This design comes from an exercise in tuning for small area and a short achievable clock period on the open sky130 flow, not from production work. Function was checked by simulation only, so behaviour that the tests miss may differ from the original. Power is estimated from default activity; no workload was simulated.

`constraint.sdc`:
```
create_clock -name core_clock -period 5.5 [get_ports {ddr_clk}]
set_input_delay 1.1000 -clock core_clock [delete_from_list [all_inputs] [get_ports {ddr_clk}]]
set_output_delay 1.1000 -clock core_clock [all_outputs]
set_load 0.01 [all_outputs]
```
`flow/run.sh`:
```
#!/bin/bash
# Standard layout, with the port buffers built from buf_2 cells.
cp standard.sh standard_sh_copy.log
export BUFFER_PORTS_ARGS="-buffer_cell sky130_fd_sc_hd__buf_2"
bash standard.sh > standard.log 2>&1
```
`config.mk`:
```
export PLATFORM = sky130hd
export DESIGN_NAME = frame_buf_top
export DESIGN_NICKNAME = frame_buf_top
export VERILOG_FILES = /design/flow/design.v
export SDC_FILE = /design/flow/constraint.sdc
export NUM_CORES = 4
export LEC_CHECK = 0
export CAP_MARGIN = 20
export CORE_MARGIN = 2
export CORE_UTILIZATION = 65
export CTS_BUF_LIST = sky130_fd_sc_hd__clkbuf_16
export CTS_CLUSTER_DIAMETER = 80
export CTS_CLUSTER_SIZE = 32
export SETUP_SLACK_MARGIN = 3.15
export SLEW_MARGIN = 20
```
`standard.sh`:
```
#!/bin/bash
# synth_recipe.tcl (not shown) runs the flow's synth.tcl, then flattens the netlist and writes it again
# the make line also repeats each setting of config.mk as NAME=value (left out here)
make -C /OpenROAD-flow-scripts/flow DESIGN_CONFIG=/design/flow/config.mk WORK_HOME=/design/flow/orfs CLKGATE_MAP_FILE= SYNTH_SCRIPT=/design/flow/synth_recipe.tcl "${@:-finish}"
```
`design.v`:
```
package fb_pkg;
    localparam int PIX_W        = 16;                       
    localparam int WORD_W       = 64;                       
    localparam int PIX_PER_WORD = WORD_W / PIX_W;           
    localparam int H_PIX        = 32;                       
    localparam int V_LINES      = 8;                        
    localparam int BURST_WORDS  = H_PIX / PIX_PER_WORD;     
    localparam int ADDR_W       = 20;                       
    localparam int LINE_BYTES   = BURST_WORDS * WORD_W / 8;
    localparam int BANK_BYTES   = LINE_BYTES * V_LINES;     
    localparam int LINE_IDX_W   = $clog2(V_LINES);
    localparam int WORD_IDX_W   = $clog2(BURST_WORDS);
    localparam int LANE_W       = $clog2(PIX_PER_WORD);     
    localparam int ST_WADDR = 0;
    localparam int ST_WDATA = 1;
    localparam int ST_RADDR = 2;
    localparam int ST_RDATA = 3;
endpackage
`timescale 1ns/1ps
import fb_pkg::*;
module line_writer
(
    input  logic              ddr_clk,
    input  logic              rst_n,
    input  logic              pix_fsync,
    input  logic              pix_valid,
    input  logic [PIX_W-1:0]  pix_data,
    input  logic              axi_wready,
    input  logic              wr_busy,
    input  logic              wr_start,
    input  logic              wr_done,
    output logic              wr_req,
    output logic [3:0]        wr_addr,
    output logic [WORD_W-1:0] wr_data,
    output logic              wr_overflow,
    output logic              frame_done,
    output logic              done_bank
);
    logic [WORD_W-1:0]     chain [2][BURST_WORDS];      
    logic [LINE_IDX_W-1:0] buf_line [2];                
    logic [LANE_W-1:0]     in_lane, lane_c, in_lane_n;
    logic [WORD_IDX_W-1:0] in_word, word_c;
    logic [LINE_IDX_W-1:0] in_line, line_c;
    logic                  in_buf, in_buf_n;            
    logic [1:0]            buf_full, buf_full_n;
    logic                  pix_take, word_end, line_end;
    logic                  out_buf, out_buf_n;          
    logic                  wr_bank;
    logic                  sending, sending_n;          
    logic                  lane0_q;                     
    logic [1:0]            fill_q, fill_n;              
    logic [1:0]            send_q, send_n;              
    logic                  beat;
    logic [1:0]            shift;
    assign lane_c   = pix_fsync ? '0 : in_lane;         
    assign word_c   = pix_fsync ? '0 : in_word;
    assign line_c   = pix_fsync ? '0 : in_line;
    assign pix_take = pix_valid && !(&buf_full);        
    assign word_end = pix_take && (lane_c == LANE_W'(PIX_PER_WORD - 1));
    assign line_end = word_end && (word_c == WORD_IDX_W'(BURST_WORDS - 1));
    assign beat     = axi_wready && sending;
    for (genvar b = 0; b < 2; b++)
    begin : g_shift
        assign shift[b] = (pix_valid && fill_q[b] && (pix_fsync || lane0_q))
                       || (axi_wready && send_q[b]);
    end
    always_ff @(posedge ddr_clk)
    begin
        for (int b = 0; b < 2; b++)
        begin
            if (shift[b])
                for (int s = 0; s < BURST_WORDS - 1; s++)
                    chain[b][s] <= chain[b][s+1];
            for (int l = 0; l < PIX_PER_WORD; l++)
                if (pix_valid && fill_q[b]
                    && (pix_fsync ? (l == 0) : (in_lane == l[LANE_W-1:0])))
                    chain[b][BURST_WORDS-1][l*PIX_W +: PIX_W] <= pix_data;
        end
        if (line_end)
            buf_line[in_buf] <= line_c;                 
        wr_data <= chain[out_buf][beat ? 1 : 0];
    end
    always_comb
    begin
        in_lane_n  = pix_take ? lane_c + 1'b1 : in_lane;
        buf_full_n = buf_full;
        if (line_end)
            buf_full_n[in_buf] = 1'b1;                  
        if (wr_done)
            buf_full_n[out_buf] = 1'b0;
        in_buf_n   = in_buf ^ line_end;
        out_buf_n  = out_buf ^ wr_done;
        sending_n  = wr_start || (sending && !wr_done);
        for (int b = 0; b < 2; b++)
        begin
            fill_n[b] = !(&buf_full_n) && (in_buf_n == b[0]);
            send_n[b] = sending_n && (out_buf_n == b[0]);
        end
    end
    always_ff @(posedge ddr_clk)
    begin
        if (!rst_n)
        begin
            in_lane     <= '0;
            in_word     <= '0;
            in_line     <= '0;
            in_buf      <= 1'b0;
            buf_full    <= 2'b00;
            out_buf     <= 1'b0;
            wr_bank     <= 1'b0;
            wr_overflow <= 1'b0;
            sending     <= 1'b0;
            lane0_q     <= 1'b1;
            fill_q      <= 2'b01;
            send_q      <= 2'b00;
        end
        else
        begin
            if (pix_valid && (&buf_full))
                wr_overflow <= 1'b1;                    
            if (pix_take)
            begin
                in_word <= word_end ? word_c + 1'b1 : word_c;
                in_line <= line_end ? line_c + 1'b1 : line_c;
            end
            in_lane  <= in_lane_n;
            lane0_q  <= (in_lane_n == '0);
            buf_full <= buf_full_n;
            in_buf   <= in_buf_n;
            out_buf  <= out_buf_n;
            sending  <= sending_n;
            fill_q   <= fill_n;
            send_q   <= send_n;
            if (frame_done)
                wr_bank <= ~wr_bank;                    
        end
    end
    assign wr_req     = buf_full[out_buf] && !wr_busy;
    assign wr_addr    = {wr_bank, buf_line[out_buf]};
    assign frame_done = wr_done && (buf_line[out_buf] == LINE_IDX_W'(V_LINES - 1));
    assign done_bank  = wr_bank;                        
endmodule
`timescale 1ns/1ps
import fb_pkg::*;
module line_reader
(
    input  logic              ddr_clk,
    input  logic              rst_n,
    input  logic              rd_fsync,
    input  logic              rd_en,
    input  logic              frame_done,
    input  logic              done_bank,
    input  logic              rd_ready,
    input  logic              rd_busy,
    input  logic              rd_done,
    input  logic              rd_data_en,
    input  logic [WORD_W-1:0] rd_data,
    output logic              vout_de,
    output logic [PIX_W-1:0]  vout_data,
    output logic              init_done,
    output logic              rd_req,
    output logic [3:0]        rd_addr,
    output logic              rd_underrun
);
    logic [WORD_W-1:0]     chain [2][BURST_WORDS];      
    logic                  last_bank;                   
    logic                  rd_bank;                     
    logic                  active, active_n;            
    logic                  flush;                       
    logic [1:0]            buf_valid, buf_valid_n;
    logic [LINE_IDX_W-1:0] fetch_line;                  
    logic                  fetch_all;                   
    logic [WORD_IDX_W-1:0] out_word;
    logic [LANE_W-1:0]     out_lane, out_lane_n;
    logic [LINE_IDX_W-1:0] out_line, out_line_n;        
    logic                  fetch_buf, out_buf;
    logic                  pix_ok;
    logic [1:0]            last_q, last_n;              
    logic [WORD_W-1:0]     head;
    logic [1:0]            shift;
    assign fetch_buf = fetch_line[0];
    assign out_buf   = out_line[0];
    assign pix_ok    = active && buf_valid[out_buf];
    assign rd_req    = active && !rd_busy && !fetch_all && !buf_valid[fetch_buf];
    assign rd_addr   = {rd_bank, fetch_line};
    assign head      = chain[out_buf][0];
    for (genvar b = 0; b < 2; b++)
    begin : g_shift
        assign shift[b] = (rd_data_en && (fetch_buf == b[0]))
                       || (rd_en && !rd_fsync && last_q[b]);
    end
    always_ff @(posedge ddr_clk)
    begin
        for (int b = 0; b < 2; b++)
            if (shift[b])
            begin
                for (int s = 0; s < BURST_WORDS - 1; s++)
                    chain[b][s] <= chain[b][s+1];
                chain[b][BURST_WORDS-1] <= rd_data;
            end
        vout_data <= pix_ok && !rd_fsync ? head[out_lane*PIX_W +: PIX_W] : '0;
    end
    always_comb
    begin
        active_n    = active;
        buf_valid_n = buf_valid;
        out_lane_n  = out_lane;
        out_line_n  = out_line;
        if (rd_done && !flush)
            buf_valid_n[fetch_buf] = 1'b1;              
        if (rd_fsync)
        begin
            active_n    = init_done;
            buf_valid_n = 2'b00;
            out_lane_n  = '0;
            out_line_n  = '0;
        end
        else if (rd_en && pix_ok)
        begin
            out_lane_n = out_lane + 1'b1;
            if (out_lane == LANE_W'(PIX_PER_WORD - 1)
                && out_word == WORD_IDX_W'(BURST_WORDS - 1))
            begin
                buf_valid_n[out_buf] = 1'b0;            
                out_line_n           = out_line + 1'b1;
                if (out_line == LINE_IDX_W'(V_LINES - 1))
                    active_n = 1'b0;                    
            end
        end
        for (int b = 0; b < 2; b++)
            last_n[b] = active_n && buf_valid_n[out_line_n[0]]
                        && (out_lane_n == LANE_W'(PIX_PER_WORD - 1))
                        && (out_line_n[0] == b[0]);
    end
    always_ff @(posedge ddr_clk)
    begin
        if (!rst_n)
        begin
            init_done   <= 1'b0;
            last_bank   <= 1'b0;
            rd_bank     <= 1'b0;
            active      <= 1'b0;
            flush       <= 1'b0;
            buf_valid   <= 2'b00;
            fetch_line  <= '0;
            fetch_all   <= 1'b0;
            out_word    <= '0;
            out_lane    <= '0;
            out_line    <= '0;
            last_q      <= 2'b00;
            vout_de     <= 1'b0;
            rd_underrun <= 1'b0;
        end
        else
        begin
            vout_de   <= rd_en;                         
            active    <= active_n;
            buf_valid <= buf_valid_n;
            out_lane  <= out_lane_n;
            out_line  <= out_line_n;
            last_q    <= last_n;
            if (frame_done)
            begin
                init_done <= 1'b1;                      
                last_bank <= done_bank;
            end
            if (rd_done)
            begin
                flush <= 1'b0;
                if (!flush)
                begin
                    fetch_line <= fetch_line + 1'b1;
                    if (fetch_line == LINE_IDX_W'(V_LINES - 1))
                        fetch_all <= 1'b1;
                end
            end
            if (rd_fsync)
            begin
                rd_bank    <= last_bank;                
                flush      <= (rd_busy && !rd_done) || rd_ready;  
                fetch_line <= '0;
                fetch_all  <= 1'b0;
                out_word   <= '0;
            end
            else if (rd_en)
            begin
                if (pix_ok)
                begin
                    if (out_lane == LANE_W'(PIX_PER_WORD - 1))
                        out_word <= out_word + 1'b1;
                end
                else if (active)
                    rd_underrun <= 1'b1;                
            end
        end
    end
endmodule
`timescale 1ns/1ps
import fb_pkg::*;
module burst_master
(
    input  logic              ddr_clk,
    input  logic              rst_n,
    input  logic              wr_req,
    input  logic [3:0]        wr_addr,
    input  logic              rd_req,
    input  logic [3:0]        rd_addr,
    input  logic              axi_awready,
    input  logic              axi_wready,
    input  logic              axi_arready,
    input  logic              axi_rvalid,
    input  logic              axi_rlast,
    output logic              wr_ready,
    output logic              wr_busy,
    output logic              wr_done,
    output logic              wr_data_re,
    output logic              wr_start,
    output logic              rd_ready,
    output logic              rd_busy,
    output logic              rd_done,
    output logic              rd_data_en,
    output logic [3:0]        aw_addr,
    output logic [3:0]        ar_addr,
    output logic              axi_awvalid,
    output logic              axi_wvalid,
    output logic              axi_wlast,
    output logic              axi_arvalid
);
    logic [3:0]            state;                       
    logic [WORD_IDX_W-1:0] beat;                        
    logic                  last_wr;                     
    logic                  last_beat;                   
    logic                  idle;
    logic                  grant_wr;
    logic                  grant_rd;
    assign idle     = (state == 4'd0);
    assign grant_wr = idle && wr_req && (!rd_req || !last_wr);
    assign grant_rd = idle && rd_req && !grant_wr;
    assign wr_ready = grant_wr;
    assign rd_ready = grant_rd;
    assign wr_busy  = state[ST_WADDR] || state[ST_WDATA];
    assign rd_busy  = state[ST_RADDR] || state[ST_RDATA];
    assign axi_awvalid = state[ST_WADDR];
    assign axi_arvalid = state[ST_RADDR];
    assign axi_wvalid  = state[ST_WDATA];
    assign axi_wlast   = last_beat;                     
    assign wr_start    = state[ST_WADDR] && axi_awready;
    assign wr_data_re  = state[ST_WDATA] && axi_wready;
    assign wr_done     = wr_data_re && last_beat;
    assign rd_data_en  = state[ST_RDATA] && axi_rvalid;
    assign rd_done     = rd_data_en && axi_rlast;
    always_ff @(posedge ddr_clk)
        aw_addr <= wr_addr;
    always_ff @(posedge ddr_clk)
    begin
        if (!rst_n)
            ar_addr <= '0;
        else if (grant_rd)
            ar_addr <= rd_addr;
    end
    always_ff @(posedge ddr_clk)
    begin
        if (!rst_n)
        begin
            state   <= 4'd0;
            beat      <= '0;
            last_beat <= 1'b0;
            last_wr   <= 1'b0;
        end
        else
        begin
            if (grant_wr)
            begin
                state   <= 4'd1 << ST_WADDR;
                last_wr <= 1'b1;
            end
            if (grant_rd)
            begin
                state   <= 4'd1 << ST_RADDR;
                last_wr <= 1'b0;
            end
            if (state[ST_WADDR] && axi_awready)
                state <= 4'd1 << ST_WDATA;
            if (wr_data_re)
            begin
                beat      <= beat + 1'b1;
                last_beat <= (beat == WORD_IDX_W'(BURST_WORDS - 2));
            end
            if (wr_done)
                state <= 4'd0;
            if (state[ST_RADDR] && axi_arready)
                state <= 4'd1 << ST_RDATA;
            if (rd_done)
                state <= 4'd0;
        end
    end
endmodule
`timescale 1ns/1ps
import fb_pkg::*;
module frame_buf_top
(
    input  logic              ddr_clk,
    input  logic              rst_n,
    input  logic              pix_fsync,
    input  logic              pix_valid,
    input  logic [PIX_W-1:0]  pix_data,
    input  logic              rd_fsync,
    input  logic              rd_en,
    output logic              vout_de,
    output logic [PIX_W-1:0]  vout_data,
    output logic              init_done,
    output logic              wr_overflow,
    output logic              rd_underrun,
    input  logic              axi_awready,
    input  logic              axi_wready,
    input  logic              axi_arready,
    input  logic              axi_rvalid,
    input  logic              axi_rlast,
    input  logic [WORD_W-1:0] axi_rdata,
    output logic [ADDR_W-1:0] axi_awaddr,
    output logic [ADDR_W-1:0] axi_araddr,
    output logic              axi_awvalid,
    output logic              axi_wvalid,
    output logic              axi_wlast,
    output logic              axi_arvalid,
    output logic [WORD_W-1:0] axi_wdata
);
    logic              wr_req, wr_ready, wr_done, wr_data_re, wr_busy, wr_start;
    logic [3:0]        wr_addr;                     
    logic              rd_req, rd_ready, rd_done, rd_data_en, rd_busy;
    logic [3:0]        rd_addr;
    logic              frame_done, done_bank;
    logic [3:0]        aw_addr, ar_addr;
    line_writer i_writer (
        .ddr_clk     (ddr_clk),
        .rst_n       (rst_n),
        .pix_fsync   (pix_fsync),
        .pix_valid   (pix_valid),
        .pix_data    (pix_data),
        .axi_wready  (axi_wready),
        .wr_busy     (wr_busy),
        .wr_start    (wr_start),
        .wr_done     (wr_done),
        .wr_req      (wr_req),
        .wr_addr     (wr_addr),
        .wr_data     (axi_wdata),
        .wr_overflow (wr_overflow),
        .frame_done  (frame_done),
        .done_bank   (done_bank)
    );
    line_reader i_reader (
        .ddr_clk     (ddr_clk),
        .rst_n       (rst_n),
        .rd_fsync    (rd_fsync),
        .rd_en       (rd_en),
        .frame_done  (frame_done),
        .done_bank   (done_bank),
        .rd_ready    (rd_ready),
        .rd_busy     (rd_busy),
        .rd_done     (rd_done),
        .rd_data_en  (rd_data_en),
        .rd_data     (axi_rdata),
        .vout_de     (vout_de),
        .vout_data   (vout_data),
        .init_done   (init_done),
        .rd_req      (rd_req),
        .rd_addr     (rd_addr),
        .rd_underrun (rd_underrun)
    );
    burst_master i_master (
        .ddr_clk     (ddr_clk),
        .rst_n       (rst_n),
        .wr_req      (wr_req),
        .wr_addr     (wr_addr),
        .rd_req      (rd_req),
        .rd_addr     (rd_addr),
        .axi_awready (axi_awready),
        .axi_wready  (axi_wready),
        .axi_arready (axi_arready),
        .axi_rvalid  (axi_rvalid),
        .axi_rlast   (axi_rlast),
        .wr_ready    (wr_ready),
        .wr_busy     (wr_busy),
        .wr_done     (wr_done),
        .wr_data_re  (wr_data_re),
        .wr_start    (wr_start),
        .rd_ready    (rd_ready),
        .rd_busy     (rd_busy),
        .rd_done     (rd_done),
        .rd_data_en  (rd_data_en),
        .aw_addr     (aw_addr),
        .ar_addr     (ar_addr),
        .axi_awvalid (axi_awvalid),
        .axi_wvalid  (axi_wvalid),
        .axi_wlast   (axi_wlast),
        .axi_arvalid (axi_arvalid)
    );
    assign axi_awaddr = {10'd0, aw_addr, 6'd0};
    assign axi_araddr = {10'd0, ar_addr, 6'd0};
endmodule
```
==> summary.txt, run 1 <==
DR vias/cell=~5.4; launching point of the worst reg2reg path=i_master.state[3]; IO Pins=between 200 and 250; CP arrival=roughly 2.9 ns; share of layout cells above drive strength 1=17.08%; Post-Syn Instances=~2600; Sw Ratio=between 10% and 20%; combinational share of power=roughly 1.3%; #FFs+latches synth=2195; hold path cells=0; Placed Instances=around 4200; drt total wl=a little over 90000 µm; Critical Path Start Type=input port; vias in the first global route=roughly 24000; largest net degree at the start of global routing=117; Synth cell types=55; Die ar.=about 110000 µm²; Static Leak=around 24 nW; max-slew violations=0; RSZ-0062 raised after global routing=yes; Clk pwr share=about 28%; Layout Skew=~0.025 ns; minimum clock period=approximately 2.3 ns; initial core utilization=roughly 65%; Psw=4.704 mW; first-pass GRT wire length=138900 µm; status=finished clean; clock transition at the registers of the reported paths=~0.12 ns; H-tree depth=3; Synth async-reset ratio=0%; DR WL/cell=around 21 µm; # DRC=0; hold path startpoint=i_writer.wr_bank; max-cap violation count=0; VDD IR-drop max=between 0.3 and 0.4 mV; fin crit share=between 40% and 50%; # fillers=6029; Clock Tree Root=clkbuf_16; grt ovf=0; Cell Int Power=around 21 mW; CTS tree=yes; crit path max fanout=15; r2r setup slk=roughly 3.2 ns; CTS buffer count=a little under 80; sequential share of the synthesized area=93.92%; row count=119; Post-synth EDFFs=2054; PwrDens=about 350 nW/µm²; critical path required time=approximately 6.1 ns; Setup crit end kind=flip-flop; die height=329.1 µm; DPL Wire Length=between 50000 and 60000 µm; worst setup path class=in2reg; RePlAce Congestion=about 0.81; Cell Area, Synth=about 69000 µm²; post-route antenna net violation count=0; initial antenna violation count=5; DR pass1 iterations=7; placed inst area=between 70000 and 80000 µm²; Total GRT Usage=between 15 and 20%; fin cells=around 4400; Peak Freq=around 0.43 GHz; Reg-to-Reg End=i_reader.chain[14][28]; Tot Pwr=between 20 and 30 mW; Final Hold Viols=0; drt first-iter violations=between 2000 and 2500; Hold Crit Class=reg2reg; design area=74610 µm²; Worst Hold End=i_master.aw_addr[3]; worst reg2reg path depth=2; slew margin rel.=between 30% and 40%; via count=23720; Final setup viols=0; Clock Tree Buf Depth=3; dominant synthesized flop cell=edfxtp_1; core area=about 100000 µm²; CTS sink cnt=around 2200; Avg Cell Area, Syn=about 26 µm²; Flop pwr share=roughly 71%; Worst-Skew Late Latency=approximately 0.67 ns; nets=approximately 3000; Die X=~330 µm; yosys warns=5; area delta synth->final=8.645%; Worst-Margin Slew=approximately 0.91 ns; I/O Buffers=186
## state kept, by name (all words and copies together) (netlist names), 2 cells and up, named ones only
signal               flops
i_reader.vout_data      16
i_writer.in_lane         2
i_writer.wr_data        64
i_reader.last_q          2
i_reader.out_lane        2
i_reader.chain        1024
i_master.aw_addr         4
i_reader.out_word        3
i_writer.in_word         3
i_writer.buf_full        2
i_writer.in_line         3
i_writer.send_q          2
i_reader.buf_valid       2
i_writer.chain        1024
i_reader.out_line        3
i_writer.fill_q          2
i_writer.buf_line        6
i_reader.fetch_line      3
i_master.beat            3
i_master.state           4
i_master.ar_addr         4
## placed cells by master (no fill, tap or decap), types with 5 or more instances in the layout
| master | instances |
|---|---|
| and2_1 | 5 |
| dfxtp_2 | 24 |
| o21ai_0 | 14 |
| dfxtp_1 | 98 |
| inv_1 | 54 |
| nor2b_1 | 9 |
| edfxtp_1 | 2054 |
| buf_4 | 37 |
| buf_12 | 15 |
| buf_6 | 21 |
| nand2_1 | 25 |
| nor2_1 | 55 |
| nor3_2 | 6 |
| conb_1 | 32 |
| ha_1 | 14 |
| mux2i_1 | 27 |
| mux4_2 | 95 |
| clkbuf_16 | 84 |
| nand3_1 | 12 |
| dfxtp_4 | 19 |
| a21oi_1 | 13 |
| buf_2 | 167 |
## worst max-delay path, stage by stage
cell and delay (ns):
buf_4 0.17, nand2b_1 0.22, inv_1 0.17, ha_2 0.28, and2_1 0.24, and2_1 0.20, ha_1 0.28, nor3_1 0.23
## synth_stat cells, drive strengths merged (5+ instances only)
master,n,area (µm²)
inv,8,30.03
nand3,12,60.06
o21ai,17,85.08
mux2i,27,270.3
edfxtp,2054,61680
dfxtp,141,2823
a21oi,13,65.06
nand2,28,107.6
clkbuf,21,78.83
nor2,58,217.7
buf,45,310.3
and2,5,31.28
nor3,8,40.04
ha,15,187.7
nor2b,10,62.56
mux4,96,2166
## power by group through the flow
stage                     clock network [mW]  logic, mW  registers (mW)
after CTS                               7.57      0.347            18.4
after detailed placement                   0      0.335            18.8
final                                   7.27      0.340            18.4
after global placement                     0      0.322            18.8
after floorplan                            0      0.160            18.9
after global routing                    8.12      0.370            18.5
## cell families after synthesis
| kind of cell | share of synthesized area [%] |
|---|---|
| buf+inv | 0.6158 |
| fa+ha+maj | 0.2733 |
| xor+xnor | 0.1020 |
| mux | 3.613 |
| simple gates | 0.9565 |
| other cells | 0.005460 |
| flops | 93.92 |
| compound gates | 0.5138 |
## area by class of cell
| type | count | area, µm² | share of cell area (%) |
|---|---|---|---|
| clock buffer | 84 | 2102 | 2.817 |
| timing repair buffer | 246 | 1826 | 2.447 |
| sequential | 2195 | 64600 | 86.58 |
| antenna | 4 | 10.01 | 0.01342 |
| inverter | 9 | 33.78 | 0.04528 |
| multi-input combinational | 378 | 4014 | 5.379 |
| tap | 1391 | 1740 | 2.333 |
| clock inverter | 57 | 285.3 | 0.3823 |
## per-layer routing
metal | part of all wire [%] | up-vias | track usage (%)
li1 | - | 11000 | -
met1 | 43 | 12200 | 24.23
met2 | 51 | 412 | 28.55
met3 | 3.7 | 118 | 2.433
met4 | 2.2 | 2 | 4.931
met5 | 0.014 | - | 0
## per-stage QoR
step	worst slack, ns	hold slack (ns)	TNS, ns	util, %
after global routing	3.117	0.4020	0	71.08
after detailed placement	2.010	0.3754	0	68.30
after CTS	3.086	0.3916	0	71.06
final	3.179	0.3994	0	71.08
after global placement	2.143	0.3698	0	68.30
after floorplan	-4.391	0.3629	-7229.41	-
## worst max path at each step
stage | start | depth (start not counted) | endpoint | slack [ns]
6_report | pix_fsync | 8 | i_writer.fill_q[1] | 3.18
3_3_place_gp | pix_valid | 4 | i_writer.chain[1][32] | 2.14
4_1_cts | i_reader.vout_data[5] | 1 | vout_data[5] | 3.09
3_5_place_dp | pix_valid | 4 | i_writer.chain[1][32] | 2.01
2_1_floorplan | axi_rvalid | 2 | i_reader.chain[0][0] | -4.39
5_1_grt | i_reader.vout_data[5] | 1 | vout_data[5] | 3.12
## timing repair
item / 4_1_cts / 5_1_grt
setup buffers: 16 / 0
hold buffers: 0 / 0
cloned: 5 / 0
endpoints found under the setup margin: 1530 / 76
resized for setup: 82 / 8
pin swaps: 4 / 0
==> run 2, diff against run 1 <==
--- a/config.mk
+++ b/config.mk
@@ -11,5 +11,5 @@
 export CTS_BUF_LIST = sky130_fd_sc_hd__clkbuf_16
 export CTS_CLUSTER_DIAMETER = 80
 export CTS_CLUSTER_SIZE = 32
-export SETUP_SLACK_MARGIN = 3.15
+export SETUP_SLACK_MARGIN = 3.3
 export SLEW_MARGIN = 20
==> summary.txt, run 2 <==
status=finished clean; clock transition at the registers of the reported paths=0.11 ns (about the same); critical path required time=4.40 ns (-1.68 ns); Tot Pwr=26.09 mW (+0.15%); Synth async-reset ratio=0% (unchanged); via count=23820 (+0.41%); row count=119 (unchanged); nets=3026 (+0.36%); combinational share of power=1.4% (about the same); WP depth=1 (-7); Critical Path Start Type=flip-flop; largest net degree at the start of global routing=117 (unchanged); Post-synth EDFFs=2054 (unchanged); Top delay family on crit path=flip-flops; Flop pwr share=70.7% (about the same); commonest non-fill, non-tap cell in the layout=edfxtp_1; Worst Setup SP=i_reader.vout_data[5]; Setup crit end kind=output pin; crit path max fanout=1 (-14); worst setup path class=reg2out; area leader, netlist=edfxtp_1; IO Pins=219 (unchanged); initial antenna violation count=4 (-1); Psw=4.719 mW (+0.32%); DR vias/cell=5.446 (+0.18%); top-count cell post-synth=edfxtp_1; Hold Crit Class=reg2reg; CP arrival=1.22 ns (-1.68 ns); Cell Int Power=21.37 mW (+0.12%); RePlAce Congestion=0.8051 (unchanged); hold buffers post-CTS=0 (unchanged); Avg Cell Area, Syn=26.27 µm² (unchanged); setup_tns=0 ns (unchanged); Worst-Skew Late Latency=0.67 ns (about the same); r2r setup slk=3.49 ns (+0.25 ns); CP cell instances=buf_6; post-route antenna net violation count=0 (unchanged); initial core utilization=65.43% (unchanged); Clk pwr share=27.9% (about the same); VDD IR-drop max=0.3989 mV (+0.41%); Cell Area, Synth=68680 µm² (unchanged); Synth cell types=55 (unchanged); Die ar.=108300 µm² (unchanged); minimum clock period=2.316 ns (-0.004980 ns); max-cap violation count=0 (unchanged); Final Hold Viols=0 (unchanged); #FFs+latches synth=2195 (unchanged); Final setup viols=0 (unchanged); CTS buffer count=79 (unchanged); grt ovf=0 (unchanged); slew margin rel.=42.35% (+2.8 points); setup slack after layout=3.184 ns (+0.004980 ns); Synth area leaders=edfxtp_1 90%, dfxtp_1 4.1%, mux4_2 3.1%; # DRC=0 (unchanged); placed inst area=71690 µm² (unchanged); Reg-to-Reg End=i_master.ar_addr[2]; Total GRT Usage=17.24% (+0.15 points); yosys warns=5 (unchanged); top flop regs=i_reader.chain: 1024 flops, i_writer.chain: 1024 flops, i_writer.wr_data: 64 flops; first-pass GRT wire length=139700 µm (+0.62%); Post-Syn Instances=2614 (unchanged); CP max stage delay=0.42 ns (+0.14 ns); most frequent cells in the layout=2054 x edfxtp_1, 114 x buf_2, 95 x mux4_2; worst path bufs/invs=1 (-1); area delta synth->final=9.481%; fin crit share=42.11% (-0.091 points); max-slew violations=0 (unchanged); Post-synth top cells=2054 x edfxtp_1, 141 x dfxtp_1, 95 x mux4_2, 58 x nor2_1, 32 x buf_4; Worst-Margin Slew=0.8639 ns (-0.04193 ns); RSZ-0062 raised after global routing=yes; worst reg2reg path depth=5 (+3); CTS sink cnt=2195 (unchanged); drt total wl=92410 µm (+1.0%); Clock Tree Buf Depth=3 (unchanged); die height=329.1 µm (unchanged); I/O Buffers=186 (unchanged); area fraction of the dominant cell type after synthesis=89.81% (unchanged); sequential share of the synthesized area=93.92% (unchanged); drt first-iter violations=2284 (+2.9%); worst slack, placed=2.010 ns (unchanged); core area=105000 µm² (unchanged); Die X=329.1 µm (unchanged); Static Leak=24.05 nW (+0.74%); Clock Tree Root=clkbuf_16; dominant synthesized flop cell=edfxtp_1; critical path's slowest cell=dfxtp_4; share of layout cells above drive strength 1=18.76% (+1.7 points); DR WL/cell=21.13 µm (+0.78%); DPL Wire Length=52800 µm (unchanged); design area=75190 µm² (+0.77%); Worst Setup EP=vout_data[5]; launching point of the worst reg2reg path=i_master.state[0]; Layout Skew=0.02549 ns (+0.0006782 ns); PwrDens=347.0 nW/µm² (-0.61%); vias in the first global route=23630 (+0.39%); CTS tree=yes; DR pass1 iterations=6 (-1); Peak Freq=0.4318 GHz (+0.22%); Sw Ratio=18.09% (+0.030 points); H-tree depth=3 (unchanged)
run 2: cell counts after synthesis:
No cell type changed its count.
run 2: per-layer routing:
metal	global-route usage, %	vias to the layer above	part of all wire (%)
met4	4.901	2	2.0
met2	28.93	407	52
met3	2.463	114	3.8
li1	-	11030	-
met5	0	-	0.014
met1	24.32	12270	42
run 2: cell type report:
cell class | count | area, µm²
Sequential cell | 2195 | 64650
Fill cell | 5984 | 29780
Multi-Input combinational cell | 379 | 4076
Timing Repair Buffer | 256 | 2285
Clock buffer | 84 | 2102
Tap cell | 1391 | 1740
Clock inverter | 57 | 285.3
Inverter | 9 | 40.04
Antenna cell | 3 | 7.507
run 2: through the flow:
stage | hold WS, ns | instances | utilization [%]
final | 0.3984 | 4374 | 71.63
after floorplan | 0.3629 | 2645 | -
after global routing | 0.4020 | 4372 | 71.62
after global placement | 0.3698 | 4198 | 68.30
after CTS | 0.3916 | 4369 | 71.44
after detailed placement | 0.3754 | 4198 | 68.30
run 2: repair_timing:
item                                     CTS  global route
resized for setup                        152            47
buffers inserted                          23             2
cloned                                     7             0
pin swaps                                  4             0
endpoints found under the setup margin  1954           810
run 2: cells by family after synthesis:
logic type	count (synthesis)	share of synthesized area (%)
and+or+nand+nor	138	0.9565
AOI/OAI and AO/OA	55	0.5138
other	1	0.005460
adders and majority gates	15	0.2733
buffers and inverters	75	0.6158
DFF	2195	93.92
xor gates and xnor gates	8	0.1020
muxes	127	3.613
run 2: power groups by stage:
stage               Combinational, mW  Sequential, mW  Clock (mW)
floorplan                       0.160            18.9           0
global placement                0.322            18.8           0
detailed placement              0.335            18.8           0
CTS                             0.362            18.5        7.56
global route                    0.396            18.5        8.12
finish                          0.365            18.4        7.28
run 2: worst min path at each step:
stage,to,start,slack (ns),cells past startpoint
global route,i_master.aw_addr[3],i_writer.wr_bank,0.40,0
global placement,i_master.aw_addr[3],i_writer.wr_bank,0.37,0
detailed placement,i_master.aw_addr[3],i_writer.wr_bank,0.38,0
CTS,i_master.aw_addr[3],i_writer.wr_bank,0.39,0
floorplan,i_master.aw_addr[3],i_writer.wr_bank,0.36,0
finish,i_master.aw_addr[3],i_writer.wr_bank,0.40,0
==> run 3, diff against run 2 <==
==> flow/run.sh (replaced) <==
#!/bin/bash
# Standard layout with two changes: the port buffers are buf_2 cells, and
# after placement each flip-flop that drives an output port is moved next to
# that port's buffer (then legalised) before clock tree synthesis.
set -euo pipefail
export BUFFER_PORTS_ARGS="-buffer_cell sky130_fd_sc_hd__buf_2"
bash standard.sh synth floorplan place > standard_place.log 2>&1
PLACE_ODB=$(pwd)/orfs/results/sky130hd/frame_buf_top/base/3_place.odb
PLACE_ODB=$PLACE_ODB openroad -no_init -exit flow/move_out_ffs.tcl > move_out_ffs.log 2>&1
bash standard.sh > standard_finish.log 2>&1
==> flow/move_out_ffs.tcl (new file) <==
# Move each flip-flop that drives an output port's buffer next to that buffer,
# then legalise.  Reads and rewrites the placed design given in PLACE_ODB.
read_db $::env(PLACE_ODB)
set block [ord::get_db_block]
set moved 0
foreach bt [$block getBTerms] {
  if {[$bt getIoType] != "OUTPUT"} continue
  set net [$bt getNet]
  if {$net == "NULL"} continue
  foreach it [$net getITerms] {
    if {![$it isOutputSignal]} continue
    set buf [$it getInst]
    foreach it2 [$buf getITerms] {
      if {![$it2 isInputSignal]} continue
      set n2 [$it2 getNet]
      if {$n2 == "NULL"} continue
      foreach it3 [$n2 getITerms] {
        if {![$it3 isOutputSignal]} continue
        set ff [$it3 getInst]
        if {![string match "*df*" [[$ff getMaster] getName]]} continue
        set loc [$buf getLocation]
        $ff setLocation [lindex $loc 0] [lindex $loc 1]
        $ff setPlacementStatus PLACED
        incr moved
      }
    }
  }
}
puts "moved $moved output flip-flops"
detailed_placement
check_placement -verbose
write_db $::env(PLACE_ODB)
--- a/config.mk
+++ b/config.mk
@@ -7,9 +7,9 @@
 export LEC_CHECK = 0
 export CAP_MARGIN = 20
 export CORE_MARGIN = 2
-export CORE_UTILIZATION = 65
+export CORE_UTILIZATION = 82
 export CTS_BUF_LIST = sky130_fd_sc_hd__clkbuf_16
 export CTS_CLUSTER_DIAMETER = 80
 export CTS_CLUSTER_SIZE = 32
-export SETUP_SLACK_MARGIN = 3.3
+export SETUP_SLACK_MARGIN = 3.4
 export SLEW_MARGIN = 20
==> summary.txt, run 3 <==
status=stopped before the end; Stop stage=detailed placement; Halt Reason=[ERROR DPL-0033] detailed placement checks failed during check placement.; I/O Buffers=186 (unchanged); Avg Cell Area, Syn=26.27 µm² (unchanged); Synth area leaders=edfxtp_1 90%, dfxtp_1 4.1%, mux4_2 3.1%; area leader, netlist=edfxtp_1; row count=106 (-11%); RePlAce Congestion=0.8228 (+2.2%); Die X=293.4 µm (-11%); dominant synthesized flop cell=edfxtp_1; die height=293.4 µm (-11%); Post-Syn Instances=2614 (unchanged); area fraction of the dominant cell type after synthesis=89.81% (unchanged); Post-synth EDFFs=2054 (unchanged); initial core utilization=82.46% (+17 points); top-count cell post-synth=edfxtp_1; Cell Area, Synth=68680 µm² (unchanged); #FFs+latches synth=2195 (unchanged); Synth async-reset ratio=0% (unchanged); DPL Wire Length=72580 µm (+37%); IO Pins=219 (unchanged); Synth cell types=55 (unchanged); Post-synth top cells=2054 x edfxtp_1, 141 x dfxtp_1, 95 x mux4_2, 58 x nor2_1, 32 x buf_4; sequential share of the synthesized area=93.92% (unchanged); yosys warns=5 (unchanged)
[run 3: cell counts after synthesis]
No cell type changed its count.
[run 3: metrics by stage]
stage | area, µm² | hold slack [ns]
after floorplan | 68870 | 0.3629
after global placement | 71230 | 0.3741
[run 3: kinds of logic after synthesis]
group                    share of synthesized area [%]
adder cells (fa/ha/maj)                         0.2733
multiplexers                                     3.613
flip-flops                                       93.92
AO/OA/AOI/OAI                                   0.5138
buffers and inverters                           0.6158
other                                         0.005460
AND/OR/NAND/NOR                                 0.9565
XOR/XNOR                                        0.1020
[run 3: how the worst max path moves through the flow]
stage,slack (ns),cells after the start,start,to
global placement,2.20,4,rd_en,i_reader.chain[15][58]
floorplan,-4.39,2,axi_rvalid,i_reader.chain[0][0]
[run 3: power groups by stage]
stage	Sequential (mW)	Combinational [mW]	Clock (mW)
2_1_floorplan	18.9	0.160	0
3_3_place_gp	18.8	0.309	0
==> run 4, diff against run 3 <==
--- a/config.mk
+++ b/config.mk
@@ -7,7 +7,7 @@
 export LEC_CHECK = 0
 export CAP_MARGIN = 20
 export CORE_MARGIN = 2
-export CORE_UTILIZATION = 82
+export CORE_UTILIZATION = 65
 export CTS_BUF_LIST = sky130_fd_sc_hd__clkbuf_16
 export CTS_CLUSTER_DIAMETER = 80
 export CTS_CLUSTER_SIZE = 32
==> summary.txt, run 4 <==
Peak Freq=0.4429 GHz; Worst-Margin Slew=between 0.7 and 0.8 ns; nets=roughly 3000; critical path required time=around 4.4 ns; clock transition at the registers of the reported paths=about 0.11 ns; CTS buffer count=79; CTS sink cnt=between 2000 and 2500; grt ovf=0; I/O Buffers=186 (unchanged); Top delay family on crit path=flip-flops; IO Pins=219 (unchanged); PwrDens=roughly 350 nW/µm²; #FFs+latches synth=2195 (unchanged); area delta synth->final=9.330%; dominant synthesized flop cell=edfxtp_1; worst path bufs/invs=1; Avg Cell Area, Syn=26.27 µm² (unchanged); most frequent cells in the layout=2054 x edfxtp_1, 122 x buf_2, 95 x mux4_2; slew margin rel.=53.20%; largest net degree at the start of global routing=117; initial antenna violation count=4; setup slack after layout=roughly 3.2 ns; Synth async-reset ratio=0% (unchanged); area leader, netlist=edfxtp_1; Clock Tree Root=clkbuf_16; initial core utilization=65.43% (-17 points); CTS tree=yes; worst slack, placed=roughly 2.0 ns; max-cap violation count=0; fin cells=around 4400; yosys warns=5 (unchanged); Post-synth EDFFs=2054 (unchanged); vias in the first global route=23710; Cell Area, Synth=68680 µm² (unchanged); RePlAce Congestion=0.8051 (-2.2%); Die X=329.1 µm (+12%); Clock Tree Buf Depth=3; via count=about 24000; Post-Syn Instances=2614 (unchanged); hold buffers post-CTS=0; Setup crit end kind=output pin; Synth cell types=55 (unchanged); fin crit share=slightly above 40%; DPL Wire Length=52800 µm (-27%); worst setup path class=reg2out; VDD IR-drop max=0.3894 mV; # DRC=0; final core occ=71.53%; minimum clock period=2.258 ns; row count=119 (+12%); max-slew violations=0; critical path's slowest cell=dfxtp_4; die height=329.1 µm (+12%); H-tree depth=3; placed inst area=~70000 µm²; drt total wl=~94000 µm; share of layout cells above drive strength 1=18.60%; r2r setup slk=3.50 ns; top flop regs=i_reader.chain: 1024 flops, i_writer.chain: 1024 flops, i_writer.wr_data: 64 flops; DR WL/cell=around 21 µm; Final setup viols=0; first-pass GRT wire length=around 140000 µm; commonest non-fill, non-tap cell in the layout=edfxtp_1; Post-synth top cells=2054 x edfxtp_1, 141 x dfxtp_1, 95 x mux4_2, 58 x nor2_1, 32 x buf_4; Total GRT Usage=approximately 18%; DR pass1 iterations=6; Final Hold Viols=0; sequential share of the synthesized area=93.92% (unchanged); top-count cell post-synth=edfxtp_1; crit path max fanout=2; Worst-Skew Late Latency=0.68 ns; drt first-iter violations=~2100; area fraction of the dominant cell type after synthesis=89.81% (unchanged); Hold Crit Class=reg2reg; post-route antenna net violation count=0; Tot Pwr=25.91 mW; RSZ-0062 raised after global routing=yes; Critical Path Start Type=flip-flop; CP arrival=roughly 1.2 ns; Die ar.=roughly 110000 µm²; Placed Instances=4198; Static Leak=24.02 nW; Layout Skew=approximately 0.017 ns; status=finished clean; DR vias/cell=between 5 and 6; CP cell instances=buf_6; core area=105000 µm²; CP max stage delay=0.37 ns; design area=roughly 75000 µm²; Synth area leaders=edfxtp_1 90%, dfxtp_1 4.1%, mux4_2 3.1%; setup_tns=0 ns; Final Hold Slack=~0.39 ns
-- run 4: layer usage --
metal | track usage (%) | up-vias | part of all wire, %
li1 | - | 11030 | -
met1 | 25.18 | 12230 | 43
met2 | 28.91 | 393 | 51
met3 | 2.499 | 144 | 3.3
met4 | 5.089 | 0 | 2.6
met5 | 0 | - | 0
-- run 4: layout make-up --
class,instances,area (µm²)
Inverter,9,40.04
Clock inverter,55,242.7
Antenna cell,4,10.01
Clock buffer,81,2027
Tap cell,1391,1740
Sequential cell,2195,64610
Fill cell,5939,29880
Timing Repair Buffer,259,2297
Multi-Input combinational cell,379,4119
-- run 4: path summary, 6_finish.rpt --
path	startpoint	end	depth (start not counted)
setup / recovery	i_master.state[1]	axi_wvalid	1
hold / removal	i_writer.wr_bank	i_master.aw_addr[3]	0
setup reg to reg	i_master.state[3]	i_reader.chain[14][56]	2
hold reg to reg	i_writer.wr_bank	i_master.aw_addr[3]	0
-- run 4: what timing repair did --
action                                  in CTS  in global routing
endpoints found under the setup margin    2046                341
pin swaps                                    4                  1
buffers inserted                            24                  3
resized for setup                          108                 79
gates cloned                                 7                  1
-- run 4: logic make-up (layout without fill, tap and decap cells) --
logic type | Yosys count | count (layout) | synth area share (%)
other | 1 | 36 | 0.005460
AO/OA/AOI/OAI | 55 | 59 | 0.5138
buffers and inverters | 75 | 404 | 0.6158
multiplexers | 127 | 127 | 3.613
flip-flops | 2195 | 2195 | 93.92
AND/OR/NAND/NOR | 138 | 138 | 0.9565
adder cells (fa/ha/maj) | 15 | 15 | 0.2733
XOR/XNOR | 8 | 8 | 0.1020
-- run 4: worst reg2reg max path: stages (launching register included) --
cell and delay, ns:
dfxtp_2 0.59, a32o_4 0.52, buf_12 0.45
-- run 4: power by group --
part | switching (mW) | internal, mW
clock | 4.35 | 2.74
combinational | 0.242 | 0.131
sequential | 0.0800 | 18.4
total | 4.67 | 21.2
==> run 5, diff against run 4 <==
--- a/config.mk
+++ b/config.mk
@@ -5,11 +5,11 @@
 export SDC_FILE = /design/flow/constraint.sdc
 export NUM_CORES = 4
 export LEC_CHECK = 0
-export CAP_MARGIN = 20
+export CAP_MARGIN = 5
 export CORE_MARGIN = 2
 export CORE_UTILIZATION = 65
 export CTS_BUF_LIST = sky130_fd_sc_hd__clkbuf_16
 export CTS_CLUSTER_DIAMETER = 80
 export CTS_CLUSTER_SIZE = 32
-export SETUP_SLACK_MARGIN = 3.4
-export SLEW_MARGIN = 20
+export SETUP_SLACK_MARGIN = 3.3
+export SLEW_MARGIN = 5
==> summary.txt, run 5 <==
status=finished clean; row count=119 (unchanged); CTS sink cnt=2195 (unchanged); Die X=329.1 µm (unchanged); yosys warns=5 (unchanged); critical path required time=4.40 ns (about the same); Final Hold Slack=0.3862 ns (-0.0003770 ns); RSZ-0062 raised after global routing=yes; Psw=4.677 mW (+0.11%); Setup crit end kind=output pin; drt first-iter violations=2153 (+1.4%); dominant synthesized flop cell=edfxtp_1; nets=3029 (unchanged); sequential share of the synthesized area=93.92% (unchanged); Critical Path Start Type=flip-flop; Clock Tree Root=clkbuf_16; combinational share of power=1.4% (about the same); launching point of the worst reg2reg path=i_master.state[3]; largest net degree at the start of global routing=117 (unchanged); vias in the first global route=23670 (-0.20%); setup slack after layout=3.241 ns (-0.001110 ns); Top delay family on crit path=flip-flops; placed inst area=71690 µm² (unchanged); RePlAce Congestion=0.8051 (unchanged); DPL Wire Length=52800 µm (unchanged); Tot Pwr=25.91 mW (about the same); Total GRT Usage=17.49% (-0.041 points); DR WL/cell=21.40 µm (about the same); H-tree depth=3 (unchanged); Placed Instances=4198 (unchanged); CP max stage delay=0.37 ns (about the same); most frequent cells in the layout=2054 x edfxtp_1, 121 x buf_2, 95 x mux4_2; top-count cell post-synth=edfxtp_1; Cell Area, Synth=68680 µm² (unchanged); Final Hold Viols=0 (unchanged); minimum clock period=2.259 ns (+0.001110 ns); Synth async-reset ratio=0% (unchanged); critical path's slowest cell=dfxtp_4; area delta synth->final=9.217%; via count=23800 (+0.038%); Sw Ratio=18.05% (about the same); DR vias/cell=5.444 (about the same); Post-synth top cells=2054 x edfxtp_1, 141 x dfxtp_1, 95 x mux4_2, 58 x nor2_1, 32 x buf_4; Post-synth EDFFs=2054 (unchanged); Synth cell types=55 (unchanged); hold buffers post-CTS=0 (unchanged); commonest non-fill, non-tap cell in the layout=edfxtp_1; setup_tns=0 ns (unchanged); Worst Setup SP=i_master.state[1]; # DRC=0 (unchanged); Static Leak=24.01 nW (about the same); Multi-input gate area=4073 µm² (-1.1%); fin cells=4372 (-0.023%); max-slew violations=0 (unchanged); I/O Buffers=186 (unchanged); Worst-Margin Slew=0.7096 ns (+0.007657 ns); share of layout cells above drive strength 1=18.44% (-0.17 points); Die ar.=108300 µm² (unchanged); worst setup path class=reg2out; IO Pins=219 (unchanged); Flop pwr share=71.2% (about the same); #FFs+latches synth=2195 (unchanged); VDD IR-drop max=0.3899 mV (+0.11%); area fraction of the dominant cell type after synthesis=89.81% (unchanged); # fillers=5944 (+0.084%); drt total wl=93570 µm (about the same); Worst-Skew Late Latency=0.68 ns (about the same); Clock Tree Buf Depth=3 (unchanged); crit path max fanout=2 (unchanged); first-pass GRT wire length=141600 µm (-0.23%); CP cell instances=buf_6; worst path bufs/invs=1 (unchanged); fin crit share=41.07% (about the same); Layout Skew=0.01735 ns (+0.00006400 ns); Hold Crit Class=reg2reg; worst slack, placed=2.010 ns (unchanged); design area=75010 µm² (-0.10%); slew margin rel.=52.68% (-0.51 points); PwrDens=345.4 nW/µm² (+0.12%); CTS tree=yes; initial antenna violation count=4 (unchanged); DR pass1 iterations=5 (-1); core area=105000 µm² (unchanged); Final setup viols=0 (unchanged); Clk pwr share=27.4% (about the same); Synth area leaders=edfxtp_1 90%, dfxtp_1 4.1%, mux4_2 3.1%; max-cap violation count=0 (unchanged); CTS buffer count=79 (unchanged); Peak Freq=0.4427 GHz (about the same); Avg Cell Area, Syn=26.27 µm² (unchanged); initial core utilization=65.43% (unchanged); die height=329.1 µm (unchanged); clock transition at the registers of the reported paths=0.11 ns (about the same); top flop regs=i_reader.chain: 1024 flops, i_writer.chain: 1024 flops, i_writer.wr_data: 64 flops; hold path startpoint=i_writer.wr_bank; CP arrival=1.16 ns (about the same); area leader, netlist=edfxtp_1; Cell Int Power=21.23 mW (about the same); Sequential cell area=64610 µm² (unchanged); Post-Syn Instances=2614 (unchanged); final core occ=71.46% (-0.074 points); grt ovf=0 (unchanged); post-route antenna net violation count=0 (unchanged)
## run 5: changes by cell type in the layout (fill, tap and decap cells not counted), moves of 2 or more
| cell | previous run | this run |
|---|---|---|
| buf_12 | 13 | 16 |
| buf_6 | 69 | 71 |
| nand2b_1 | 1 | 3 |
| buf_8 | 3 | 1 |
| buf_4 | 41 | 43 |
| buf_16 | 7 | 3 |
## run 5: worst paths after layout
| path | endpoint | slack [ns] | depth (start not counted) |
|---|---|---|---|
| max reg2reg | i_reader.chain[15][33] | 3.49 | 2 |
| min reg2reg | i_master.aw_addr[3] | 0.39 | 0 |
| max | axi_wvalid | 3.24 | 1 |
| min | i_master.aw_addr[3] | 0.39 | 0 |
## run 5: cell type report
cell class	instances	share of cell area, %
well taps	1391	2.320
inverters	9	0.05338
multi-input cells	379	5.430
clock buffers	81	2.702
diodes	3	0.01001
repair buffers	259	3.024
flip-flops and latches	2195	86.14
clock inverters	55	0.3236
## run 5: timing repair
action	4_1_cts	5_1_grt
setup buffers	22	5
endpoints found under the setup margin	1970	484
cloned	7	1
pin swaps	4	1
gates resized for setup	95	77
## run 5: metal layers
layer | GRT usage, % | vias to the layer above | part of all wire [%]
met1 | 25.10 | 12240 | 43
met4 | 4.931 | 0 | 2.8
met3 | 2.463 | 142 | 3.4
met2 | 28.96 | 399 | 51
met5 | 0 | - | 0
li1 | - | 11020 | -
## run 5: kinds of logic (layout without fill, tap and decap cells)
logic type	count (synthesis)	in the layout	synth area share [%]
AO/OA/AOI/OAI	55	59	0.5138
buffers and inverters	75	404	0.6158
adder cells (fa/ha/maj)	15	15	0.2733
XOR/XNOR	8	8	0.1020
flip-flops	2195	2195	93.92
multiplexers	127	127	3.613
AND/OR/NAND/NOR	138	138	0.9565
other	1	35	0.005460
## run 5: power groups by stage
stage | combinational [mW] | clock, mW | sequential, mW
final | 0.371 | 7.10 | 18.4
after global routing | 0.400 | 7.93 | 18.5
after CTS | 0.364 | 7.38 | 18.4
after detailed placement | 0.335 | 0 | 18.8
after global placement | 0.322 | 0 | 18.8
after floorplan | 0.160 | 0 | 18.9
## run 5: worst reg2reg max path: cells and delay by family, from the launching register on
family	cells	cell delay, ns
buffers and inverters	1	0.47
DFF	1	0.58
AOI/OAI and AO/OA	1	0.51
==> run 6, diff against run 5 <==
--- a/config.mk
+++ b/config.mk
@@ -5,11 +5,11 @@
 export SDC_FILE = /design/flow/constraint.sdc
 export NUM_CORES = 4
 export LEC_CHECK = 0
-export CAP_MARGIN = 5
+export CAP_MARGIN = 20
 export CORE_MARGIN = 2
-export CORE_UTILIZATION = 65
+export CORE_UTILIZATION = 70
 export CTS_BUF_LIST = sky130_fd_sc_hd__clkbuf_16
 export CTS_CLUSTER_DIAMETER = 80
 export CTS_CLUSTER_SIZE = 32
 export SETUP_SLACK_MARGIN = 3.3
-export SLEW_MARGIN = 5
+export SLEW_MARGIN = 20
==> summary.txt, run 6 <==
vias in the first global route=23550 (-0.51%); top flop regs=i_reader.chain: 1024 flops, i_writer.chain: 1024 flops, i_writer.wr_data: 64 flops; sequential share of the synthesized area=93.92% (unchanged); Post-Synth XOR/XNOR Area=0.1020% (unchanged); Tot Pwr=25.80 mW (-0.41%); Post-Syn Instances=2614 (unchanged); drt first-iter violations=2117 (-1.7%); max-cap violation count=0 (unchanged); Synth async-reset ratio=0% (unchanged); fin cells=4256 (-2.7%); area fraction of the dominant cell type after synthesis=89.81% (unchanged); Placed Instances=4082 (-2.8%); clock transition at the registers of the reported paths=0.11 ns (about the same); area leader, netlist=edfxtp_1; Cell Area, Synth=68680 µm² (unchanged); die height=317.2 µm (-3.6%); Post-synth EDFFs=2054 (unchanged); largest family of logic cells by synthesized area=multiplexers; largest net degree at the start of global routing=124 (+6.0%); RSZ-0062 raised after global routing=yes; worst setup path class=in2reg; DR pass1 iterations=5 (unchanged); Post-Synth Adder-Cell Area=0.2733% (unchanged); r2r setup slk=3.41 ns (-0.08 ns); post-route antenna net violation count=0 (unchanged); Worst-Margin Slew=0.8612 ns (+0.1515 ns); Static Leak=24.05 nW (+0.16%); design area=74950 µm² (about the same); max-slew violations=0 (unchanged); share of layout cells above drive strength 1=18.74% (+0.30 points); yosys warns=5 (unchanged); crit path max fanout=123 (+121); fin crit share=40.99% (-0.073 points); top-count cell post-synth=edfxtp_1; mux share of post-synthesis cell area=3.613% (unchanged); Final Hold Viols=0 (unchanged); CTS tree=yes; I/O Buffers=186 (unchanged); hold path startpoint=i_writer.wr_bank; critical path required time=5.80 ns (+1.40 ns); Die ar.=100600 µm² (-7.1%); final core occ=77.27% (+5.8 points); area delta synth->final=9.131% (about the same); dominant synthesized flop cell=edfxtp_1; nets=3024 (-0.17%); Synth area leaders=edfxtp_1 90%, dfxtp_1 4.1%, mux4_2 3.1%; initial antenna violation count=4 (unchanged); Clock Tree Buf Depth=3 (unchanged); minimum clock period=2.255 ns (-0.004040 ns); VDD IR-drop max=0.3128 mV (-20%); #FFs+latches synth=2195 (unchanged); RePlAce Congestion=0.7636 (-5.2%); Final Hold Slack=0.4144 ns (+0.02820 ns); Peak Freq=0.4435 GHz (+0.18%); post-synthesis simple-gate area fraction=0.9565% (unchanged); Synth cell types=55 (unchanged); Worst Setup SP=rd_en; # DRC=0 (unchanged); core area=96990 µm² (-7.6%); drt total wl=89420 µm (-4.4%); DR WL/cell=21.01 µm (-1.8%); Hold Crit Class=reg2reg; launching point of the worst reg2reg path=i_reader.fetch_line[0]; first-pass GRT wire length=135800 µm (-4.1%); slew margin rel.=42.59% (-10 points); Clock Tree Root=clkbuf_16; Die X=317.2 µm (-3.6%); via count=23650 (-0.64%); most frequent cells in the layout=2054 x edfxtp_1, 98 x buf_2, 95 x mux4_2; Final setup viols=0 (unchanged); status=finished clean; worst reg2reg path depth=2 (unchanged); compound-cell area share of the yosys netlist=0.5138% (unchanged); CP arrival=2.56 ns (+1.40 ns); grt ovf=0 (unchanged); placed inst area=71500 µm² (-0.26%); Reg-to-Reg End=i_reader.chain[8][51]; PwrDens=344.3 nW/µm² (-0.34%); DPL Wire Length=49940 µm (-5.4%); Layout Skew=0.01694 ns (-0.0004098 ns); DR vias/cell=5.556 (+2.1%); commonest non-fill, non-tap cell in the layout=edfxtp_1; initial core utilization=70.81% (+5.4 points); Worst-Skew Late Latency=0.67 ns (about the same); Setup crit end kind=flip-flop; row count=114 (-4.2%); Post-synth top cells=2054 x edfxtp_1, 141 x dfxtp_1, 95 x mux4_2, 58 x nor2_1, 32 x buf_4; CTS sink cnt=2195 (unchanged); Total GRT Usage=17.96% (+0.47 points); CTS buffer count=78 (-1.3%); IO Pins=219 (unchanged); H-tree depth=3 (unchanged); Critical Path Start Type=input port; Avg Cell Area, Syn=26.27 µm² (unchanged); Worst Setup EP=i_reader.chain[8][51]
run 6: cell counts after synthesis:
Identical to the previous run, type by type.
run 6: where the power goes:
part	total [mW]	internal, mW	leakage, nW	switching (mW)
registers	18.5	18.4	19.9	0.0863
logic	0.373	0.140	2.81	0.233
clock network	6.97	2.72	1.31	4.25
total	25.8	21.2	24.0	4.57
run 6: cells by family after synthesis:
logic type / count (synthesis)
flip-flops: 2195
adder cells (fa/ha/maj): 15
other: 1
multiplexers: 127
XOR/XNOR: 8
buffers and inverters: 75
AND/OR/NAND/NOR: 138
AO/OA/AOI/OAI: 55
run 6: worst min-delay path by stage:
stage                                      to  cells past startpoint
final                     i_master.aw_addr[3]                      0
after global routing      i_master.aw_addr[3]                      0
after CTS                 i_master.aw_addr[3]                      0
after detailed placement  i_master.aw_addr[3]                      0
after global placement    i_master.aw_addr[3]                      0
after floorplan           i_master.aw_addr[3]                      0
run 6: metal layers:
layer / global-route usage (%) / wire, µm
met5: 0 / 15
met4: 5.186 / 1990
met3: 2.348 / 3195
met2: 30.20 / 46650
met1: 25.54 / 37570
run 6: layout make-up:
class / count / area, µm²
Antenna cell: 2 / 5.005
Clock inverter: 59 / 227.7
Fill cell: 4860 / 22040
Timing Repair Buffer: 255 / 2380
Multi-Input combinational cell: 379 / 4051
Inverter: 9 / 38.79
Clock buffer: 81 / 2027
Sequential cell: 2195 / 64620
Tap cell: 1276 / 1597
run 6: worst max-delay path: stages:
cell and delay, ns:
buf_2 0.14, nor2b_4 0.26, a32o_4 0.43, buf_16 0.45
run 6: stage by stage:
step	setup slack, ns	TNS [ns]
final	3.245	0
after global routing	3.198	0
after CTS	3.204	0
after detailed placement	2.129	0
after global placement	2.157	0
after floorplan	-4.391	-7229.41
run 6: timing repair:
action | 4_1_cts | 5_1_grt
resized for setup | 97 | 119
buffers inserted | 21 | 3
hold buffers | 0 | 0
setup endpoints to repair | 1844 | 731
pin swaps | 5 | 0
gates cloned | 6 | 2
==> run 7, diff against run 6 <==
--- a/config.mk
+++ b/config.mk
@@ -7,7 +7,7 @@
 export LEC_CHECK = 0
 export CAP_MARGIN = 20
 export CORE_MARGIN = 2
-export CORE_UTILIZATION = 70
+export CORE_UTILIZATION = 65
 export CTS_BUF_LIST = sky130_fd_sc_hd__clkbuf_16
 export CTS_CLUSTER_DIAMETER = 80
 export CTS_CLUSTER_SIZE = 32
==> summary.txt, run 7 <==
# fillers=5944 (+22%); Placed Instances=4198 (+2.8%); clock transition at the registers of the reported paths=0.11 ns (about the same); CP arrival=1.16 ns (-1.40 ns); top flop regs=i_reader.chain: 1024 flops, i_writer.chain: 1024 flops, i_writer.wr_data: 64 flops; area fraction of the dominant cell type after synthesis=89.81% (unchanged); combinational share of power=1.4% (about the same); Sequential cell area=64610 µm² (about the same); most frequent cells in the layout=2054 x edfxtp_1, 121 x buf_2, 95 x mux4_2; minimum clock period=2.259 ns (+0.004040 ns); final core occ=71.46% (-5.8 points); DR vias/cell=5.444 (-2.0%); Synth area leaders=edfxtp_1 90%, dfxtp_1 4.1%, mux4_2 3.1%; CTS sink cnt=2195 (unchanged); initial core utilization=65.43% (-5.4 points); sequential share of the synthesized area=93.92% (unchanged); RSZ-0062 raised after global routing=yes; Sw Ratio=18.05% (+0.34 points); Die X=329.1 µm (+3.7%); slew margin rel.=52.68% (+10 points); VDD IR-drop max=0.3899 mV (+25%); Final Hold Viols=0 (unchanged); nets=3029 (+0.17%); max-cap violation count=0 (unchanged); Avg Cell Area, Syn=26.27 µm² (unchanged); Clk pwr share=27.4% (+0.4 points); row count=119 (+4.4%); yosys warns=5 (unchanged); I/O Buffers=186 (unchanged); drt first-iter violations=2153 (+1.7%); Layout Skew=0.01735 ns (+0.0004098 ns); area delta synth->final=9.217% (about the same); worst setup path class=reg2out; drt total wl=93570 µm (+4.6%); # DRC=0 (unchanged); IO Pins=219 (unchanged); Worst-Margin Slew=0.7096 ns (-0.1515 ns); Flop pwr share=71.2% (-0.3 points); Hold Crit Class=reg2reg; Top delay family on crit path=flip-flops; Cell Area, Synth=68680 µm² (unchanged); placed inst area=71690 µm² (+0.26%); Peak Freq=0.4427 GHz (-0.18%); core area=105000 µm² (+8.2%); Final setup viols=0 (unchanged); CP cell instances=buf_6; CP max stage delay=0.37 ns (-0.08 ns); worst path bufs/invs=1 (-1); PwrDens=345.4 nW/µm² (+0.34%); CTS buffer count=79 (+1.3%); max-slew violations=0 (unchanged); commonest non-fill, non-tap cell in the layout=edfxtp_1; design area=75010 µm² (about the same); Multi-input gate area=4073 µm² (+0.53%); fin crit share=41.07% (+0.073 points); die height=329.1 µm (+3.7%); DPL Wire Length=52800 µm (+5.7%); hold buffers post-CTS=0 (unchanged); crit path max fanout=2 (-98%); Post-Syn Instances=2614 (unchanged); Clock Tree Root=clkbuf_16; #FFs+latches synth=2195 (unchanged); DR pass1 iterations=5 (unchanged); area leader, netlist=edfxtp_1; dominant synthesized flop cell=edfxtp_1; H-tree depth=3 (unchanged); RePlAce Congestion=0.8051 (+5.4%); largest net degree at the start of global routing=117 (-5.6%); Static Leak=24.01 nW (-0.16%); Worst-Skew Late Latency=0.68 ns (about the same); top-count cell post-synth=edfxtp_1; Synth async-reset ratio=0% (unchanged); vias in the first global route=23670 (+0.51%); critical path required time=4.40 ns (-1.40 ns); Post-synth EDFFs=2054 (unchanged); status=finished clean; via count=23800 (+0.64%); Total GRT Usage=17.49% (-0.47 points); first-pass GRT wire length=141600 µm (+4.3%); critical path's slowest cell=dfxtp_4; Psw=4.677 mW (+2.4%); share of layout cells above drive strength 1=18.44% (-0.30 points); DR WL/cell=21.40 µm (+1.9%); Setup crit end kind=output pin; Tot Pwr=25.91 mW (+0.42%); Synth cell types=55 (unchanged); Cell Int Power=21.23 mW (about the same); Final Hold Slack=0.3862 ns (-0.02820 ns); Critical Path Start Type=flip-flop; post-route antenna net violation count=0 (unchanged); Die ar.=108300 µm² (+7.6%); initial antenna violation count=4 (unchanged); CTS tree=yes; Post-synth top cells=2054 x edfxtp_1, 141 x dfxtp_1, 95 x mux4_2, 58 x nor2_1, 32 x buf_4; Clock Tree Buf Depth=3 (unchanged); fin cells=4372 (+2.7%); grt ovf=0 (unchanged)
run 7: stage by stage:
stage / setup slack (ns) / setup TNS [ns]
floorplan: -4.391 / -7229.41
global placement: 2.143 / 0
detailed placement: 2.010 / 0
CTS: 3.182 / 0
global route: 3.176 / 0
finish: 3.241 / 0
run 7: logic make-up (layout without fill, tap and decap cells):
| family | after synthesis | after routing | synth area share (%) |
|---|---|---|---|
| AND/OR/NAND/NOR | 138 | 138 | 0.9565 |
| adder cells (fa/ha/maj) | 15 | 15 | 0.2733 |
| AO/OA/AOI/OAI | 55 | 59 | 0.5138 |
| other | 1 | 35 | 0.005460 |
| multiplexers | 127 | 127 | 3.613 |
| flip-flops | 2195 | 2195 | 93.92 |
| XOR/XNOR | 8 | 8 | 0.1020 |
| buffers and inverters | 75 | 404 | 0.6158 |
run 7: worst paths after layout:
kind	startpoint	end	slack (ns)	cells after the start
worst max-delay path	i_master.state[1]	axi_wvalid	3.24	1
worst min-delay path	i_writer.wr_bank	i_master.aw_addr[3]	0.39	0
worst max register to register	i_master.state[3]	i_reader.chain[15][33]	3.49	2
worst min register to register	i_writer.wr_bank	i_master.aw_addr[3]	0.39	0
run 7: layout make-up:
class                      instances  area share, %
inverter                           9        0.05338
clock inverter                    55         0.3236
timing repair buffer             259          3.024
tap                             1391          2.320
antenna                            3        0.01001
multi-input combinational        379          5.430
sequential                      2195          86.14
clock buffer                      81          2.702
run 7: repair_timing:
| item | CTS | global route |
|---|---|---|
| gates resized for setup | 95 | 77 |
| pin swaps | 4 | 1 |
| hold endpoints to repair | 0 | 0 |
| cloned | 7 | 1 |
| setup endpoints to repair | 1970 | 484 |
| setup buffers | 22 | 5 |
run 7: layer usage:
metal | track usage, % | up-vias | part of all wire (%)
li1 | - | 11020 | -
met1 | 25.10 | 12240 | 43
met2 | 28.96 | 399 | 51
met3 | 2.463 | 142 | 3.4
met4 | 4.931 | 0 | 2.8
met5 | 0 | - | 0
run 7: power groups by stage:
stage | sequential, mW | combinational, mW | clock [mW]
final | 18.4 | 0.371 | 7.10
after global routing | 18.5 | 0.400 | 7.93
after CTS | 18.4 | 0.364 | 7.38
after detailed placement | 18.8 | 0.335 | 0
after global placement | 18.8 | 0.322 | 0
after floorplan | 18.9 | 0.160 | 0

==> separate check: timing with driven ports <==
The flow's constraints put no driver on any port. The routed layouts listed below were extracted and timed again, unchanged, in two steps. Step 1, drivers: a clkbuf_16 drives ddr_clk and a buf_2 each remaining input, both assumed. Step 2 adds t to the input delays and takes it off the output delays; t is the mean of the earliest and latest rising clock arrival at the registers after step 1. Input paths then give back, and output paths get back, about the clock's delay inside the block. a / b / c = ideal ports / drivers / drivers and shift; a / b = the first two.
| run | shift t [ns] | setup slack, ns | worst setup path after step 2 | clock arrival spread, ns |
|---|---|---|---|---|
| run 1 | 0.736 | 3.179 / 3.114 / 2.478 | input to register | 0.038 / 0.038 |
| run 2 | 0.736 | 3.184 / 3.112 / 2.637 | input to register | 0.037 / 0.038 |
| run 4 | 0.742 | 3.242 / 3.172 / 2.647 | input to register | 0.023 / 0.023 |
| run 5 | 0.741 | 3.241 / 3.170 / 2.619 | input to register | 0.024 / 0.024 |
| run 6 | 0.726 | 3.245 / 3.194 / 2.562 | input to register | 0.018 / 0.018 |
| run 7 | 0.741 | 3.241 / 3.170 / 2.619 | input to register | 0.024 / 0.024 |
After both steps every run listed still meets setup and hold. For run 1, which loses most, drivers alone change the setup slack by -0.065 ns; drivers and shift together by -0.701 ns.
